This design comes from an exercise in tuning for small area, a short achievable clock period and few clock cycles on the open sky130 flow, not from production work.
Only simulation tests tie the RTL to the original design; equivalence was not proved.
No activity file was given, so power comes from the tool's default toggle rates.

Setup of alpha:
==> flow/design.v (excerpt) <==
module pairwise_genotype_tract_lengths
(
    input  logic                          clk,
    input  logic                          rst_n,
    input  logic                          cfg_valid,
    output logic                          cfg_ready,
    input  logic [pgtl_pkg::POS_W-1:0]    cfg_long_tract_min,
    input  logic                          site_valid,
    output logic                          site_ready,
    input  logic                          site_new_scaffold,
    input  logic                          site_is_indel,
    input  logic [pgtl_pkg::POS_W-1:0]    site_position,
    input  logic [pgtl_pkg::GENO_W-1:0]   site_genotypes,
    output logic                          result_valid,
    input  logic                          result_ready,
    output logic [pgtl_pkg::SAMPLE_W-1:0] result_first_sample,
    output logic [pgtl_pkg::SAMPLE_W-1:0] result_second_sample,
    output logic [pgtl_pkg::POS_W-1:0]    result_tract_length,
    output logic                          result_long_tract,
    output logic                          result_last_of_site
);
Settings: LEC_CHECK=0, CAP_MARGIN=20, CORE_MARGIN=2, CORE_UTILIZATION=75, CTS_CLUSTER_DIAMETER=80, CTS_CLUSTER_SIZE=25, SETUP_SLACK_MARGIN=3.0, SLEW_MARGIN=20; clock period 5.5 ns.
run.sh (not shown) runs the stock make flow with config.mk's settings and CLKGATE_MAP_FILE= SYNTH_SCRIPT=/design/flow/synth_recipe.tcl, a recipe that flattens the netlist after the stock synthesis.
Testbench counts of alpha, summed over its fixed seeds: cycles 25,635.
The following lists how beta was set up differently from alpha:
diff --git a/flow/config.mk b/flow/config.mk
--- a/flow/config.mk
+++ b/flow/config.mk
@@ -8,7 +8,7 @@
 export CAP_MARGIN = 20
 export CORE_MARGIN = 2
-export CORE_UTILIZATION = 75
+export CORE_UTILIZATION = 65
 export CTS_CLUSTER_DIAMETER = 80
 export CTS_CLUSTER_SIZE = 25
-export SETUP_SLACK_MARGIN = 3.0
+export SETUP_SLACK_MARGIN = 2.85
 export SLEW_MARGIN = 20
### Flow results
[compare] base=alpha new=beta: total power has decreased; utilization has decreased. Delta(met1 usage, beta - alpha) < 0. The run showing the greater final period demand of the worst path is alpha. Total wirelength of the detailed-routed design is lower on beta. Comparing beta and alpha, global-route usage over all layers is lower on beta. Re setup TNS after final layout: no difference whatsoever between beta and alpha. From alpha to beta the numbers moved as follows: height of the die moved up, critical path depth fell by 2, hold slack shows no meaningful change, power in combinational cells fell by about 11%.
> inputs changed (beta -> gamma)
diff --git a/flow/config.mk b/flow/config.mk
--- a/flow/config.mk
+++ b/flow/config.mk
@@ -11,4 +11,4 @@
 export CTS_CLUSTER_DIAMETER = 80
 export CTS_CLUSTER_SIZE = 25
-export SETUP_SLACK_MARGIN = 2.85
+export SETUP_SLACK_MARGIN = 3.0
 export SLEW_MARGIN = 20
### Flow results
- gamma has more setup slack than beta.
- Relative to beta, routed length on met1 increased by 2.2% in gamma.
- Area of all placed cells without fillers sits higher in gamma than in beta.
- beta → gamma: power per cell area about even; maximum clock frequency rose about 2%.
- Hold slack ends up lower on gamma.
- Initial antenna violation count essentially unchanged between beta and gamma.
- Going from beta to gamma, layout overhead on the synthesized area now sits higher; cell depth of the worst flop-to-flop path increased 1; number of buffers and inverters on the critical path fell by 1.
- Relative to beta, the normalized max-slew margin of gamma is higher by 5.6 points.

========
Another version of the RTL of pairwise_genotype_tract_lengths (not shown whole).
Size: about 1200 flip-flops, roughly 130 I/O pins, about 0.047 mm² of cells after synthesis.
export LEC_CHECK = 0
export CAP_MARGIN = 20
export CORE_MARGIN = 2
export CORE_UTILIZATION = 70
export CTS_CLUSTER_DIAMETER = 80
export CTS_CLUSTER_SIZE = 25
export SETUP_SLACK_MARGIN = 3.3
export SLEW_MARGIN = 20
create_clock -name core_clock -period 5.5 [get_ports {clk}]
Testbench counts at the start, summed over its fixed seeds: cycles 25,635.
==> next run, changes <==
CORE_UTILIZATION = 60   (was 70)
The new run produced a clean layout.
Final cell count rises by 4.4%.
Core utilization falls by 11 points.
Clock-buffer cell count falls by 12.
Cell area rises by 0.62%.
Hold slack stays flat.
Combinational power rises by about 1%.

what the ideal ports hide:
In the flow no input, the clock included, has a driving cell. The finished layouts below were timed again as built, in two steps.
Step 1 sets driving cells, clkbuf_16 on the clock port and buf_2 on the other inputs (assumed; they add their load-dependent delay and slew).
Step 2 times the ports against the registers' clock, not the clock port: input delays grow and output delays shrink by t, the midpoint of the rising clock arrivals with the driver on.
Three values: no drivers, after step 1, after step 2; two values: the first two.
run | t (ns) | setup WS [ns] | worst data-port slew with drivers (ns)
alpha | 0.734 | 2.834 / 2.834 / 2.209 | 0.08
beta | 0.736 | 2.876 / 2.814 / 2.185 | 0.10
gamma | 0.734 | 2.927 / 2.927 / 2.230 | 0.05
the first run of note 2 | 0.751 | 2.885 / 2.885 / 2.577 | 0.07
the second run of note 2 | 0.752 | 2.921 / 2.921 / 2.555 | 0.07
After both steps every run listed still meets setup and hold. The setup slack of gamma, which loses most, moves by 0.000 ns with the drivers and by -0.697 ns with both steps.
